Background: an optimization exercise with open tools, aiming at a short achievable clock period and few clock cycles. Do not read the settings as production practice. The RTL was checked by simulation tests, not by an equivalence proof against the original design.

==> inputs of wip/yarrow <==
// c16_top
module c16_top #(
   parameter int unsigned pc_width = 16
) (
   input  logic                clk,
   input  logic                rst_n,
   input  logic [31:0]         fetch_word,
   input  logic [2:0]          dbg_addr,
   output logic [pc_width-1:0] fetch_addr,
   output logic                fetch_stall,
   output logic [19:0]         wb_first,
   output logic [19:0]         wb_second,
   output logic [15:0]         dbg_value
);
==> module c16_registers, before the edit <==
module c16_registers (
   input  logic            clk,
   input  logic            rst_n,
   input  logic [6:0]      l_w_any,
   input  logic [6:0]      l_w1,
   input  logic [6:0]      l_w2n,
   input  logic [6:0]      l_w2s,
   input  logic [7:0]      lo_r1,
   input  logic [7:0]      lo_r2,
   input  logic            h_wr1,
   input  logic [2:0]      h_rd1,
   input  logic            h_wr2,
   input  logic [2:0]      h_rd2,
   input  logic            h_r2_norm,
   input  logic            h_r2_shift,
   input  logic [6:0]      h_w_any,
   input  logic [6:0]      h_w1,
   input  logic [6:0]      h_w2n,
   input  logic [6:0]      h_w2s,
   input  logic [7:0]      h_r1_lo,
   input  logic [7:0]      h_r2_lo,
   input  logic [7:0]      hi_r1,
   input  logic [7:0]      hi_r2,
   input  logic [2:0]      dbg_addr,
   output logic [6:0][7:0] regs_lo,
   output logic [6:0][7:0] regs_hi,
   output logic [19:0]     wb_first,
   output logic [19:0]     wb_second,
   output logic [15:0]     dbg_value
);
   logic [6:0][7:0] lo_q, hi_q, arch_lo_q;
   logic [7:0]      lo_r1x2, hi_r1x2, h_r1x2_lo;
   assign lo_r1x2   = {lo_r1[6:0], 1'b0};
   assign hi_r1x2   = {hi_r1[6:0], h_r1_lo[7]};
   assign h_r1x2_lo = {h_r1_lo[6:0], 1'b0};
   always_ff @(posedge clk) begin
      for (int i = 0; i < 7; i++) begin
         if (!rst_n) begin
            lo_q[i] <= '0;
         end else if (l_w_any[i]) begin
            lo_q[i] <= (lo_r1 & {8{l_w1[i]}}) | (lo_r2 & {8{l_w2n[i]}})
                       | (lo_r1x2 & {8{l_w2s[i]}});
         end
         if (!rst_n) begin
            hi_q[i]      <= '0;
            arch_lo_q[i] <= '0;
         end else if (h_w_any[i]) begin
            hi_q[i]      <= (hi_r1 & {8{h_w1[i]}}) | (hi_r2 & {8{h_w2n[i]}})
                            | (hi_r1x2 & {8{h_w2s[i]}});
            arch_lo_q[i] <= (h_r1_lo & {8{h_w1[i]}}) | (h_r2_lo & {8{h_w2n[i]}})
                            | (h_r1x2_lo & {8{h_w2s[i]}});
         end
      end
   end
   assign regs_lo = lo_q;
   assign regs_hi = hi_q;
   logic        en1_q, en2_q;
   logic [2:0]  dest1_q, dest2_q;
   logic [15:0] val1_q, val2_q;
   logic [15:0] r2v;
   assign r2v = h_r2_norm ? {hi_r2, h_r2_lo} : (h_r2_shift ? {hi_r1x2, h_r1x2_lo} : 16'd0);
   always_ff @(posedge clk) begin
      if (!rst_n) begin
         en1_q <= 1'b0;
         en2_q <= 1'b0;
      end else begin
         en1_q <= h_wr1;
         en2_q <= h_wr2;
      end
      dest1_q <= h_rd1;
      dest2_q <= h_rd2;
      val1_q  <= {hi_r1, h_r1_lo};
      val2_q  <= r2v;
   end
   assign wb_first  = {en1_q, dest1_q, val1_q};
   assign wb_second = {en2_q, dest2_q, val2_q};
   logic [3:0][6:0][3:0] dbg_slice;
   always_comb begin
      for (int i = 0; i < 7; i++) begin
         dbg_slice[0][i] = arch_lo_q[i][3:0];
         dbg_slice[1][i] = arch_lo_q[i][7:4];
         dbg_slice[2][i] = hi_q[i][3:0];
         dbg_slice[3][i] = hi_q[i][7:4];
      end
   end
   for (genvar g = 0; g < 4; g++) begin : g_dbg
      c16_dbg_read dbg_read_i (
         .arch      (dbg_slice[g]),
         .dbg_addr  (dbg_addr),
         .dbg_value (dbg_value[4*g +: 4])
      );
   end
endmodule
==> module c16_dbg_read, before the edit <==
module c16_dbg_read (
   input  logic [6:0][3:0] arch,
   input  logic [2:0]      dbg_addr,
   output logic [3:0]      dbg_value
);
   always_comb begin
      dbg_value = '0;
      for (int i = 0; i < 7; i++) begin
         dbg_value = dbg_value | (arch[i] & {4{dbg_addr == 3'(i)}});
      end
   end
endmodule
clock: 5.5 ns
lec_check: 0
abc_clock_period_in_ps: 2500
cap_margin: 20
core_margin: 2
core_utilization: 40
setup_slack_margin: 2.7
slew_margin: 20
synth_hierarchical: 1
synth_minimum_keep_size: 0
standard.sh (not shown) runs the stock make flow with config.mk's settings and CLKGATE_MAP_FILE= SYNTH_SCRIPT=/design/flow/synth_recipe.tcl, a recipe that flattens the netlist after the stock synthesis.
==> flow/flow/run.sh <==
#!/bin/bash
# Own layout flow: the standard ORFS flow (standard.sh), with two synthesis
# choices changed so that the mapped logic is faster:
#  - the 4:1 and 2:1 mux cells are not used (their select-to-output delay is long,
#    and the debug read port is a select path), so logic maps to AND-OR gates;
#  - Yosys's full/half-adder extraction is off (ADDER_MAP_FILE empty), so the
#    adders map to plain gates instead of chains of slow fa/ha cells.
# Everything else (synthesis script, registers, floorplan, power grid, placement,
# CTS, routing, constraints) is the standard flow's. Each tool's output is in the
# ORFS logs under orfs/logs, and make's own output in flow_make.log.
set -euo pipefail

DU=$(make -s -C "$FLOW_HOME" DESIGN_CONFIG="$FLOW_CONFIG" WORK_HOME="$PWD/orfs" \
        print-DONT_USE_CELLS 2> print_dont_use.log | sed -n 's/^DONT_USE_CELLS: //p')
if [[ -z "$DU" ]]; then
   echo "could not read DONT_USE_CELLS" >&2
   exit 1
fi
MUX="sky130_fd_sc_hd__mux4_1 sky130_fd_sc_hd__mux4_2 sky130_fd_sc_hd__mux4_4"
MUX="$MUX sky130_fd_sc_hd__mux2_1 sky130_fd_sc_hd__mux2_2 sky130_fd_sc_hd__mux2_4"
MUX="$MUX sky130_fd_sc_hd__mux2_8 sky130_fd_sc_hd__mux2i_1 sky130_fd_sc_hd__mux2i_2"
MUX="$MUX sky130_fd_sc_hd__mux2i_4"

bash standard.sh "DONT_USE_CELLS=$DU $MUX" "ADDER_MAP_FILE=" finish > flow_make.log 2>&1
==> wip/tundra (differences from wip/yarrow) <==
--- a/flow/design.v
+++ b/flow/design.v
@@ -74,34 +74,7 @@
    end
    assign wb_first  = {en1_q, dest1_q, val1_q};
    assign wb_second = {en2_q, dest2_q, val2_q};
-   logic [3:0][6:0][3:0] dbg_slice;
-   always_comb begin
-      for (int i = 0; i < 7; i++) begin
-         dbg_slice[0][i] = arch_lo_q[i][3:0];
-         dbg_slice[1][i] = arch_lo_q[i][7:4];
-         dbg_slice[2][i] = hi_q[i][3:0];
-         dbg_slice[3][i] = hi_q[i][7:4];
-      end
-   end
-   for (genvar g = 0; g < 4; g++) begin : g_dbg
-      c16_dbg_read dbg_read_i (
-         .arch      (dbg_slice[g]),
-         .dbg_addr  (dbg_addr),
-         .dbg_value (dbg_value[4*g +: 4])
-      );
-   end
-endmodule
-module c16_dbg_read (
-   input  logic [6:0][3:0] arch,
-   input  logic [2:0]      dbg_addr,
-   output logic [3:0]      dbg_value
-);
-   always_comb begin
-      dbg_value = '0;
-      for (int i = 0; i < 7; i++) begin
-         dbg_value = dbg_value | (arch[i] & {4{dbg_addr == 3'(i)}});
-      end
-   end
+   assign dbg_value = (dbg_addr == 3'd7) ? 16'd0 : {hi_q[dbg_addr], arch_lo_q[dbg_addr]};
 endmodule
 module c16_fetcher #(
    parameter int unsigned pc_width = 16
==> flow/flow/run.sh (replaced) <==
#!/bin/bash
# Own layout flow: the standard ORFS flow (standard.sh), with these changes:
#  - the 4:1 and 2:1 mux cells are not used (their select-to-output delay is long,
#    and the debug read port is a select path), so logic maps to AND-OR gates;
#  - Yosys's full/half-adder extraction is off (ADDER_MAP_FILE empty), so the
#    adders map to plain gates instead of chains of slow fa/ha cells;
#  - the debug port's pins are kept together (flow/io_pins.tcl, read just before
#    the standard pin placement), so its address-to-value paths stay short;
#  - timing repair does not clone gates (a clone added after the last design
#    repair can leave a slew violation behind).
# Everything else (synthesis script, registers, floorplan, power grid, placement,
# CTS, routing, constraints) is the standard flow's. Each tool's output is in the
# ORFS logs under orfs/logs, and make's own output in flow_make.log.
set -euo pipefail

FLOW_DIR=$(cd "$(dirname "${BASH_SOURCE[0]}")" && pwd)

DU=$(make -s -C "$FLOW_HOME" DESIGN_CONFIG="$FLOW_CONFIG" WORK_HOME="$PWD/orfs" \
        print-DONT_USE_CELLS 2> print_dont_use.log | sed -n 's/^DONT_USE_CELLS: //p')
if [[ -z "$DU" ]]; then
   echo "could not read DONT_USE_CELLS" >&2
   exit 1
fi
MUX="sky130_fd_sc_hd__mux4_1 sky130_fd_sc_hd__mux4_2 sky130_fd_sc_hd__mux4_4"
MUX="$MUX sky130_fd_sc_hd__mux2_1 sky130_fd_sc_hd__mux2_2 sky130_fd_sc_hd__mux2_4"
MUX="$MUX sky130_fd_sc_hd__mux2_8 sky130_fd_sc_hd__mux2i_1 sky130_fd_sc_hd__mux2i_2"
MUX="$MUX sky130_fd_sc_hd__mux2i_4"

export PRE_IO_PLACEMENT_TCL="$FLOW_DIR/io_pins.tcl"
export SKIP_GATE_CLONING=1

bash standard.sh "DONT_USE_CELLS=$DU $MUX" "ADDER_MAP_FILE=" finish > flow_make.log 2>&1
==> flow/flow/io_pins.tcl (new file) <==
# Keep the debug read port's pins together so its address-to-value paths stay short
set_io_pin_constraint -group -order -pin_names {dbg_value[0] dbg_value[1] dbg_value[2] dbg_value[3] dbg_value[4] dbg_value[5] dbg_value[6] dbg_value[7] dbg_addr[0] dbg_addr[1] dbg_addr[2] dbg_value[8] dbg_value[9] dbg_value[10] dbg_value[11] dbg_value[12] dbg_value[13] dbg_value[14] dbg_value[15]}
Settings changed: SYNTH_HIERARCHICAL 1 to unset, SYNTH_MINIMUM_KEEP_SIZE 0 to unset.
==> flow_metrics.tcl <==
set metrics [dict create \
    cp.buffers_inverters 3 \
    cpPeakStageDelay_ps 210 \
    n_all_inverters 68 \
    vias 27027 \
    synthToLayoutAreaGrowth_pct 16.5 \
    grt_use_total_pct 26.6 \
    die_y_um 273 \
    syn_area_per_cell_um2 8.65 \
    drv_slew 5 \
    die_x_um 273 \
    so.violations "capacitance limit, slew limit" \
    drv_cap 1 \
    rows 98 \
    path_delay_family "compound AO/OA/AOI/OAI gates" \
    drt_pass1_iterations 11 \
    outcome "finished with violations" \
    p_sw_mw 4.80 \
]
# the run above: wip/yarrow

==> flow_metrics.tcl <==
set metrics [dict create \
    drv_cap 0 \
    drtIter0Drc 3022 \
    synthToLayoutAreaGrowth_pct 22.0 \
    grt_use_total_pct 28.1 \
    syn_area_per_cell_um2 7.97 \
    path_delay_family "buffers and inverters" \
    p_sw_mw 3.66 \
    reg.largest.list "registers_i.arch_lo_q (56), registers_i.hi_q (56), registers_i.lo_q (56)" \
    cpPeakStageDelay_ps 250 \
    end_kind "primary output" \
    drt_pass1_iterations 10 \
    outcome "complete, no violations" \
    vias 26429 \
    synthSimpleGateAreaFrac_pct 18.7 \
]
# the run above: wip/tundra

Testbench counts of wip/yarrow, summed over its fixed seeds: cycles 9,114.
Testbench counts of wip/tundra, summed over its fixed seeds: cycles 9,114.

afterwards: timing with drivers on the ports:
No port has a modelled driver above. Below, the same layouts with a new extraction and two added sets of constraints. Step 1 sets driving cells, clkbuf_16 on the clock port and buf_2 on the other inputs (assumed; they add their load-dependent delay and slew). Step 2, shift: input delay + t, output delay - t, t = (earliest + latest rising clock arrival at the registers) / 2. This alone moves slack from input paths to output paths. Three values: ideal ports, drivers, drivers and shift; two values: the first two.
run	t (ns)	setup WS [ns]	worst data-port slew with drivers (ns)	pins driven straight from the clock port
wip/yarrow	0.695	2.263 / 2.074 / 2.074	0.20	1
wip/tundra	0.693	2.211 / 2.149 / 2.149	0.13	1
For wip/yarrow, which loses most, drivers alone change the setup slack by -0.189 ns; drivers and shift together by -0.189 ns.
